From an optimization exercise on the open Yosys and OpenROAD flow, aimed at small area and a short achievable clock period; shortcuts taken in it are not production practice. RTL that was checked went through simulation tests only; none was proved equivalent to the original.

north:
Design key_expansion, start of the top module:
module key_expansion
#(
    parameter int NR = key_expansion_pkg::NR_DEFAULT
) (
    input  logic            clk,
    input  logic            rst_n,
    input  logic            start_in,
    input  logic [31:0]     K0_in,
    input  logic [31:0]     K1_in,
    input  logic [31:0]     K2_in,
    input  logic [31:0]     K3_in,
    input  logic            ready_in,
    output logic [31:0]     D0_out,
    output logic [31:0]     D1_out,
    output logic [31:0]     D2_out,
    output logic [31:0]     D3_out,
    output logic            valid_out,
    output logic [3:0]      round_out,
    output logic            busy_out,
    output logic            done_out
);
Settings: LEC_CHECK=0, CAP_MARGIN=20, CORE_MARGIN=2, CORE_UTILIZATION=40, SLEW_MARGIN=20; clock period 17.0 ns.
standard.sh (not shown) runs the stock make flow with config.mk's settings and CLKGATE_MAP_FILE= SYNTH_SCRIPT=/design/flow/synth_recipe.tcl, a recipe that flattens the netlist after the stock synthesis.
==> flow/flow/run.sh <==
#!/bin/bash
# Layout flow: the standard ORFS flow (standard.sh), with extra make variables from
# flow/make_args.txt (one VAR=value per line) and, if flow/abc.script exists, that ABC
# script in place of ORFS's abc_speed.script and abc_area.script (a copy of ORFS's scripts folder is used).
# Each ORFS step writes its own log under orfs/logs/; make's output goes to make.log.
set -euo pipefail
HERE=$(pwd)
ARGS=()
if [[ -f flow/abc.script ]]; then
  rm -rf "$HERE/scripts"
  cp -r "$FLOW_HOME/scripts" "$HERE/scripts"
  cp flow/abc.script "$HERE/scripts/abc_speed.script"
  cp flow/abc.script "$HERE/scripts/abc_area.script"
  ARGS+=("SCRIPTS_DIR=$HERE/scripts")
fi
if [[ -f flow/make_args.txt ]]; then
  while IFS= read -r line; do
    [[ -n "$line" && "$line" != \#* ]] && ARGS+=("$line")
  done < flow/make_args.txt
fi
echo "make args: ${ARGS[*]}" > make.log
bash standard.sh "${ARGS[@]}" finish >> make.log 2>&1
==> flow/flow/abc.script <==
strash
dch
map -D 3300
topo
stime -c
buffer -c
upsize -c
dnsize -c
==> flow/flow/make_args.txt <==
ABC_CLOCK_PERIOD_IN_PS=3300
CORE_UTILIZATION=50
SETUP_SLACK_MARGIN=12.45
BUFFER_PORTS_ARGS=-buffer_cell sky130_fd_sc_hd__buf_1
CTS_ARGS=-sink_clustering_enable -repair_clock_nets -buf_list sky130_fd_sc_hd__clkbuf_8 -dont_use_dummy_load
Modified inputs, south compared to north
diff --git a/flow/flow/run.sh b/flow/flow/run.sh
--- a/flow/flow/run.sh
+++ b/flow/flow/run.sh
@@ -3,4 +3,6 @@
 # flow/make_args.txt (one VAR=value per line) and, if flow/abc.script exists, that ABC
 # script in place of ORFS's abc_speed.script and abc_area.script (a copy of ORFS's scripts folder is used).
+# The floorplan step runs with SETUP_SLACK_MARGIN from flow/floorplan_margin.txt, the
+# later steps with the one in flow/make_args.txt.
 # Each ORFS step writes its own log under orfs/logs/; make's output goes to make.log.
 set -euo pipefail
@@ -20,3 +22,5 @@
 fi
 echo "make args: ${ARGS[*]}" > make.log
+FP_MARGIN=$(cat flow/floorplan_margin.txt)
+bash standard.sh "${ARGS[@]}" "SETUP_SLACK_MARGIN=$FP_MARGIN" floorplan >> make.log 2>&1
 bash standard.sh "${ARGS[@]}" finish >> make.log 2>&1
==> flow/flow/floorplan_margin.txt (new file) <==
12.0
==> flow/flow/make_args.txt <==
ABC_CLOCK_PERIOD_IN_PS=3300
CORE_UTILIZATION=50
SETUP_SLACK_MARGIN=12.4
BUFFER_PORTS_ARGS=-buffer_cell sky130_fd_sc_hd__buf_1
CTS_ARGS=-sink_clustering_enable -repair_clock_nets -buf_list sky130_fd_sc_hd__clkbuf_8 -dont_use_dummy_load
Findings:
- In summary, south completed successfully, with a layout that passed the timing, DRC and antenna checks.
- | actual slew at the worst max-slew pin | lower: south |
- Of south and north, it is south that has the lower per-cell routed wire length.
- Higher total routed wirelength was reported by north, not south.
- When the final numbers for north and south were put side by side, the fraction of the core area covered by cells at the end of the flow turned out to be greater in north.
- Between south and north, it is south whose routed length on met1 is lower, by 53 um.
- Via count of the first global-routing pass: north vs south, no meaningful difference
The following lists how east was set up differently from south:
diff --git a/flow/flow/run.sh b/flow/flow/run.sh
--- a/flow/flow/run.sh
+++ b/flow/flow/run.sh
@@ -3,6 +3,4 @@
 # flow/make_args.txt (one VAR=value per line) and, if flow/abc.script exists, that ABC
 # script in place of ORFS's abc_speed.script and abc_area.script (a copy of ORFS's scripts folder is used).
-# The floorplan step runs with SETUP_SLACK_MARGIN from flow/floorplan_margin.txt, the
-# later steps with the one in flow/make_args.txt.
 # Each ORFS step writes its own log under orfs/logs/; make's output goes to make.log.
 set -euo pipefail
@@ -22,5 +20,3 @@
 fi
 echo "make args: ${ARGS[*]}" > make.log
-FP_MARGIN=$(cat flow/floorplan_margin.txt)
-bash standard.sh "${ARGS[@]}" "SETUP_SLACK_MARGIN=$FP_MARGIN" floorplan >> make.log 2>&1
 bash standard.sh "${ARGS[@]}" finish >> make.log 2>&1
==> flow/flow/make_args.txt <==
ABC_CLOCK_PERIOD_IN_PS=3300
CORE_UTILIZATION=50
SETUP_SLACK_MARGIN=12.6
BUFFER_PORTS_ARGS=-buffer_cell sky130_fd_sc_hd__buf_1
CTS_ARGS=-sink_clustering_enable -repair_clock_nets -buf_list sky130_fd_sc_hd__clkbuf_8 -dont_use_dummy_load
removed: flow/flow/floorplan_margin.txt
Notes after the runs:
The flow did not stop early for east: all stages ran, and the layout cleared the timing, DRC and antenna checks.
Capturing element of the worst setup path = valid_out: east; capturing element of the worst setup path = busy_out: south
Area of all placed cells without fillers was lower in the run labelled south.
Synthesized net count came out exactly the same in south and east.
What west does differently from east at the input level:
==> flow/flow/make_args.txt <==
ABC_CLOCK_PERIOD_IN_PS=3300
CORE_UTILIZATION=50
SETUP_SLACK_MARGIN=12.5
BUFFER_PORTS_ARGS=-buffer_cell sky130_fd_sc_hd__buf_1
CTS_ARGS=-sink_clustering_enable -repair_clock_nets -buf_list sky130_fd_sc_hd__clkbuf_8 -dont_use_dummy_load
--- outcome ---
- [compare] base=east new=west: register-to-register slack fell by 0.02 ns, wire length picked up an extra about 0.5%, global routing usage on met1 fell 1.6 points, minimum setup slack in the final design went up by 0.024 ns, count of placed standard cells in the final layout, fillers left out dropped 2.2%.
- The run showing the smaller multi-input logic portion of the cell area is east.


Setup of job 1838:
The RTL this note starts from:
==> flow/design.v <==
package key_expansion_pkg;
    localparam int NR_DEFAULT = 10;
    function automatic logic [7:0] rcon_next(input logic [3:0] r);
        logic [7:0] val;
        val[0] = ~r[2] & ~r[1] & ~r[0];                      
        val[1] = r[3] | (~r[2] & ~r[1] & r[0]);              
        val[2] = (~r[2] & r[1] & ~r[0]) | (r[3] & r[0]);     
        val[3] = (~r[2] & r[1] & r[0]) | (r[3] & ~r[0]);     
        val[4] = r[3] | (r[2] & ~r[1] & ~r[0]);              
        val[5] = (r[2] & ~r[1] & r[0]) | (r[3] & r[0]);      
        val[6] = r[2] & r[1] & ~r[0];                        
        val[7] = r[2] & r[1] & r[0];                         
        rcon_next = val;
    endfunction
endpackage
module aes_sbox (
    input  logic [7:0] data,
    output logic [7:0] sub
);
    logic U0, U1, U2, U3, U4, U5, U6, U7;
    logic T1, T2, T3, T4, T5, T6, T7, T8, T9, T10, T11, T12;
    logic T13, T14, T15, T16, T17, T18, T19, T20, T21, T22, T23, T24;
    logic T25, T26, T27, M1, M2, M3, M4, M5, M6, M7, M8, M9;
    logic M10, M11, M12, M13, M14, M15, M16, M17, M18, M19, M20, M21;
    logic M22, M23, M24, M25, M26, M27, M28, M29, M30, M31, M32, M33;
    logic M34, M35, M36, M37, M38, M39, M40, M41, M42, M43, M44, M45;
    logic M46, M47, M48, M49, M50, M51, M52, M53, M54, M55, M56, M57;
    logic M58, M59, M60, M61, M62, M63, L0, L1, L2, L3, L4, L5;
    logic L6, L7, L8, L9, L10, L11, L12, L13, L14, L15, L16, L17;
    logic L18, L19, L20, L21, L22, L23, L24, L25, L26, L27, L28, L29;
    assign {U0, U1, U2, U3, U4, U5, U6, U7} = data;
    assign T1 = U0 ^ U3;
    assign T2 = U0 ^ U5;
    assign T3 = U0 ^ U6;
    assign T4 = U3 ^ U5;
    assign T5 = U4 ^ U6;
    assign T6 = T1 ^ T5;
    assign T7 = U1 ^ U2;
    assign T8 = U7 ^ T6;
    assign T9 = U7 ^ T7;
    assign T10 = T6 ^ T7;
    assign T11 = U1 ^ U5;
    assign T12 = U2 ^ U5;
    assign T13 = T3 ^ T4;
    assign T14 = T6 ^ T11;
    assign T15 = T5 ^ T11;
    assign T16 = T5 ^ T12;
    assign T17 = T9 ^ T16;
    assign T18 = U3 ^ U7;
    assign T19 = T7 ^ T18;
    assign T20 = T1 ^ T19;
    assign T21 = U6 ^ U7;
    assign T22 = T7 ^ T21;
    assign T23 = T2 ^ T22;
    assign T24 = T2 ^ T10;
    assign T25 = T20 ^ T17;
    assign T26 = T3 ^ T16;
    assign T27 = T1 ^ T12;
    assign M1 = T13 & T6;
    assign M2 = T23 & T8;
    assign M3 = T14 ^ M1;
    assign M4 = T19 & U7;
    assign M5 = M4 ^ M1;
    assign M6 = T3 & T16;
    assign M7 = T22 & T9;
    assign M8 = T26 ^ M6;
    assign M9 = T20 & T17;
    assign M10 = M9 ^ M6;
    assign M11 = T1 & T15;
    assign M12 = T4 & T27;
    assign M13 = M12 ^ M11;
    assign M14 = T2 & T10;
    assign M15 = M14 ^ M11;
    assign M16 = M3 ^ M2;
    assign M17 = M5 ^ T24;
    assign M18 = M8 ^ M7;
    assign M19 = M10 ^ M15;
    assign M20 = M16 ^ M13;
    assign M21 = M17 ^ M15;
    assign M22 = M18 ^ M13;
    assign M23 = M19 ^ T25;
    assign M24 = M22 ^ M23;
    assign M25 = M22 & M20;
    assign M26 = M21 ^ M25;
    assign M27 = M20 ^ M21;
    assign M28 = M23 ^ M25;
    assign M29 = M28 & M27;
    assign M30 = M26 & M24;
    assign M31 = M20 & M23;
    assign M32 = M27 & M31;
    assign M33 = M27 ^ M25;
    assign M34 = M21 & M22;
    assign M35 = M24 & M34;
    assign M36 = M24 ^ M25;
    assign M37 = M21 ^ M29;
    assign M38 = M32 ^ M33;
    assign M39 = M23 ^ M30;
    assign M40 = M35 ^ M36;
    assign M41 = M38 ^ M40;
    assign M42 = M37 ^ M39;
    assign M43 = M37 ^ M38;
    assign M44 = M39 ^ M40;
    assign M45 = M42 ^ M41;
    assign M46 = M44 & T6;
    assign M47 = M40 & T8;
    assign M48 = M39 & U7;
    assign M49 = M43 & T16;
    assign M50 = M38 & T9;
    assign M51 = M37 & T17;
    assign M52 = M42 & T15;
    assign M53 = M45 & T27;
    assign M54 = M41 & T10;
    assign M55 = M44 & T13;
    assign M56 = M40 & T23;
    assign M57 = M39 & T19;
    assign M58 = M43 & T3;
    assign M59 = M38 & T22;
    assign M60 = M37 & T20;
    assign M61 = M42 & T1;
    assign M62 = M45 & T4;
    assign M63 = M41 & T2;
    assign L0 = M61 ^ M62;
    assign L1 = M50 ^ M56;
    assign L2 = M46 ^ M48;
    assign L3 = M47 ^ M55;
    assign L4 = M54 ^ M58;
    assign L5 = M49 ^ M61;
    assign L6 = M62 ^ L5;
    assign L7 = M46 ^ L3;
    assign L8 = M51 ^ M59;
    assign L9 = M52 ^ M53;
    assign L10 = M53 ^ L4;
    assign L11 = M60 ^ L2;
    assign L12 = M48 ^ M51;
    assign L13 = M50 ^ L0;
    assign L14 = M52 ^ M61;
    assign L15 = M55 ^ L1;
    assign L16 = M56 ^ L0;
    assign L17 = M57 ^ L1;
    assign L18 = M58 ^ L8;
    assign L19 = M63 ^ L4;
    assign L20 = L0 ^ L1;
    assign L21 = L1 ^ L7;
    assign L22 = L3 ^ L12;
    assign L23 = L18 ^ L2;
    assign L24 = L15 ^ L9;
    assign L25 = L6 ^ L10;
    assign L26 = L7 ^ L9;
    assign L27 = L8 ^ L10;
    assign L28 = L11 ^ L14;
    assign L29 = L11 ^ L17;
    assign sub[7] = L6 ^ L24;
    assign sub[6] = ~(L16 ^ L26);
    assign sub[5] = ~(L19 ^ L28);
    assign sub[4] = L6 ^ L21;
    assign sub[3] = L20 ^ L22;
    assign sub[2] = L25 ^ L29;
    assign sub[1] = ~(L13 ^ L27);
    assign sub[0] = ~(L6 ^ L23);
endmodule
module key_expansion
#(
    parameter int NR = key_expansion_pkg::NR_DEFAULT
) (
    input  logic            clk,
    input  logic            rst_n,
    input  logic            start_in,
    input  logic [31:0]     K0_in,
    input  logic [31:0]     K1_in,
    input  logic [31:0]     K2_in,
    input  logic [31:0]     K3_in,
    input  logic            ready_in,
    output logic [31:0]     D0_out,
    output logic [31:0]     D1_out,
    output logic [31:0]     D2_out,
    output logic [31:0]     D3_out,
    output logic            valid_out,
    output logic [3:0]      round_out,
    output logic            busy_out,
    output logic            done_out
);
    logic        valid_q, done_q;
    logic [31:0] w0_q, w1_q, w2_q, w3_q;
    logic [3:0]  round_q;
    logic [31:0] sub_word;
    logic [31:0] t_word;
    logic [31:0] rc_word;
    logic [31:0] p0, p1, p2, p3;
    logic [31:0] q0, q1, q2, q3;
    logic        last;
    for (genvar i = 0; i < 4; i++) begin : g_sbox
        aes_sbox u_sbox (
            .data (w3_q[(8*i + 24) % 32 +: 8]),
            .sub  (sub_word[8*i +: 8])
        );
    end
    assign rc_word = {key_expansion_pkg::rcon_next(round_q), 24'h000000};
    assign p0      = w0_q ^ rc_word;
    assign p1      = p0 ^ w1_q;
    assign p2      = p1 ^ w2_q;
    assign p3      = p2 ^ w3_q;
    assign q0      = valid_q ? p0 : K0_in;
    assign q1      = valid_q ? p1 : K1_in;
    assign q2      = valid_q ? p2 : K2_in;
    assign q3      = valid_q ? p3 : K3_in;
    assign t_word  = valid_q ? sub_word : 32'h0;
    assign last    = round_q[3] & round_q[1];    
    always_ff @(posedge clk or negedge rst_n) begin
        if (!rst_n) begin
            valid_q <= 1'b0;
            done_q  <= 1'b0;
        end else begin
            valid_q <= valid_q ? !(ready_in && last) : start_in;
            done_q  <= valid_q && ready_in && last;
        end
    end
    always_ff @(posedge clk) begin
        if (!valid_q || ready_in) begin
            w0_q    <= q0 ^ t_word;
            w1_q    <= q1 ^ t_word;
            w2_q    <= q2 ^ t_word;
            w3_q    <= q3 ^ t_word;
            round_q <= valid_q ? round_q + 4'd1 : 4'd0;
        end
    end
    assign D0_out    = w0_q;
    assign D1_out    = w1_q;
    assign D2_out    = w2_q;
    assign D3_out    = w3_q;
    assign round_out = round_q;
    assign valid_out = valid_q;
    assign busy_out  = valid_q;
    assign done_out  = done_q;
endmodule
export LEC_CHECK = 0
export CAP_MARGIN = 20
export CORE_MARGIN = 2
export CORE_UTILIZATION = 40
export SLEW_MARGIN = 20
create_clock -name core_clock -period 17.0 [get_ports {clk}]
==> flow/flow/run.sh <==
#!/bin/bash
# Layout flow: the standard ORFS flow (standard.sh), with extra make variables from
# flow/make_args.txt (one VAR=value per line) and, if flow/abc.script exists, that ABC
# script in place of ORFS's abc_speed.script and abc_area.script (a copy of ORFS's scripts folder is used).
# Each ORFS step writes its own log under orfs/logs/; make's output goes to make.log.
set -euo pipefail
HERE=$(pwd)
ARGS=()
if [[ -f flow/abc.script ]]; then
  rm -rf "$HERE/scripts"
  cp -r "$FLOW_HOME/scripts" "$HERE/scripts"
  cp flow/abc.script "$HERE/scripts/abc_speed.script"
  cp flow/abc.script "$HERE/scripts/abc_area.script"
  ARGS+=("SCRIPTS_DIR=$HERE/scripts")
fi
if [[ -f flow/make_args.txt ]]; then
  while IFS= read -r line; do
    [[ -n "$line" && "$line" != \#* ]] && ARGS+=("$line")
  done < flow/make_args.txt
fi
echo "make args: ${ARGS[*]}" > make.log
bash standard.sh "${ARGS[@]}" finish >> make.log 2>&1
==> flow/flow/abc.script <==
strash
dch
map -a
topo
stime -c
==> flow/flow/make_args.txt <==
ABC_AREA=1
CORE_UTILIZATION=60
SETUP_SLACK_MARGIN=12.5
BUFFER_PORTS_ARGS=-buffer_cell sky130_fd_sc_hd__buf_2
Job 1838 did not finish; the tool stopped in global routing (5_1_grt) with error GRT-0232.
The inputs of job 5042 differ from those of job 1838 as listed below.
==> flow/flow/run.sh <==
#!/bin/bash
# Layout flow: the standard ORFS flow (standard.sh), with extra make variables from
# flow/make_args.txt (one VAR=value per line) and, if flow/abc.script exists, that ABC
# script in place of ORFS's abc_speed.script (a copy of ORFS's scripts folder is used).
# Each ORFS step writes its own log under orfs/logs/; make's output goes to make.log.
set -euo pipefail
HERE=$(pwd)
ARGS=()
if [[ -f flow/abc.script ]]; then
  rm -rf "$HERE/scripts"
  cp -r "$FLOW_HOME/scripts" "$HERE/scripts"
  cp flow/abc.script "$HERE/scripts/abc_speed.script"
  ARGS+=("SCRIPTS_DIR=$HERE/scripts")
fi
if [[ -f flow/make_args.txt ]]; then
  while IFS= read -r line; do
    [[ -n "$line" && "$line" != \#* ]] && ARGS+=("$line")
  done < flow/make_args.txt
fi
echo "make args: ${ARGS[*]}" > make.log
bash standard.sh "${ARGS[@]}" finish >> make.log 2>&1
removed: flow/flow/abc.script
Results
Job 5042 was carried through to the last stage, and its layout satisfied the timing, DRC and antenna checks. Async set-reset flop share out of synthesis came out exactly the same in job 1838 and job 5042. Compound-cell area share of the yosys netlist ends up lower on job 5042. The run showing the greater horizontal extent of the die is job 5042. Job 5042 reports a lower starting utilization of the core area than job 1838 does. Compared to job 1838, job 5042 has portion of netlist area occupied by mux cells 3.0 points lower. Overall die height up 19% in job 5042 wrt job 1838. Changes observed in job 5042 relative to job 1838: average instance area after synthesis now sits lower; total of cells resized after clock tree synthesis now sits lower; final weighted congestion in routability-driven placement now sits lower.
Inputs modified between job 5042 and job 8725:
-- flow/flow/run.sh --
<<< job 5042, line 3
# flow/make_args.txt (one VAR=value per line) and, if flow/abc.script exists, that ABC
# script in place of ORFS's abc_speed.script (a copy of ORFS's scripts folder is used).
# Each ORFS step writes its own log under orfs/logs/; make's output goes to make.log.
>>> job 8725, line 3
# flow/make_args.txt (one VAR=value per line) and, if flow/abc.script exists, that ABC
# script in place of ORFS's abc_speed.script and abc_area.script (a copy of ORFS's scripts folder is used).
# Each ORFS step writes its own log under orfs/logs/; make's output goes to make.log.
<<< job 5042, line 12
  cp flow/abc.script "$HERE/scripts/abc_speed.script"
  ARGS+=("SCRIPTS_DIR=$HERE/scripts")
>>> job 8725, line 12
  cp flow/abc.script "$HERE/scripts/abc_speed.script"
  cp flow/abc.script "$HERE/scripts/abc_area.script"
  ARGS+=("SCRIPTS_DIR=$HERE/scripts")
==> flow/flow/abc.script (new file) <==
strash
&get -n
&dch
&nf -a
&put
topo
stime -c
Findings:
- In the flow results for job 8725 and job 5042, the required time reported for the critical path endpoint is larger on job 8725.
- Job 8725 vs. job 5042: maximum frequency from static timing analysis moved down.
- Detailed placement HPWL, job 8725 and job 5042: higher on job 5042
Function was not checked in any run of this note: the RTL went through the layout flow alone.

==> separate check: timing with driven ports <==
Ports are ideal in the flow. The routed layouts listed here were re-timed in OpenROAD.
Step 1 assumes that a clkbuf_16 drives the clock port and a buf_2 every other input.
Step 2 times the ports against the registers' clock, not the clock port: input delays grow and output delays shrink by t, the midpoint of the rising clock arrivals with the driver on.
a / b / c = ideal ports / drivers / drivers and shift; a / b = the first two.
run | shift t [ns] | setup WS [ns] | clock arrival spread, ns | cell pins on the clock port's net
north | 0.484 | 12.433 / 12.390 / 12.032 | 0.030 / 0.030 | 1
south | 0.491 | 12.349 / 12.305 / 11.960 | 0.035 / 0.035 | 1
east | 0.491 | 12.468 / 12.423 / 12.153 | 0.033 / 0.033 | 1
west | 0.488 | 12.492 / 12.448 / 12.038 | 0.034 / 0.034 | 1
job 5042 | 0.485 | 12.383 / 12.331 / 12.033 | 0.014 / 0.014 | 1
job 8725 | 0.494 | 11.758 / 11.758 / 11.758 | 0.014 / 0.014 | 1
After both steps every run listed still meets setup and hold. The setup slack of west, which loses most, moves by -0.044 ns with the drivers and by -0.454 ns with both steps.
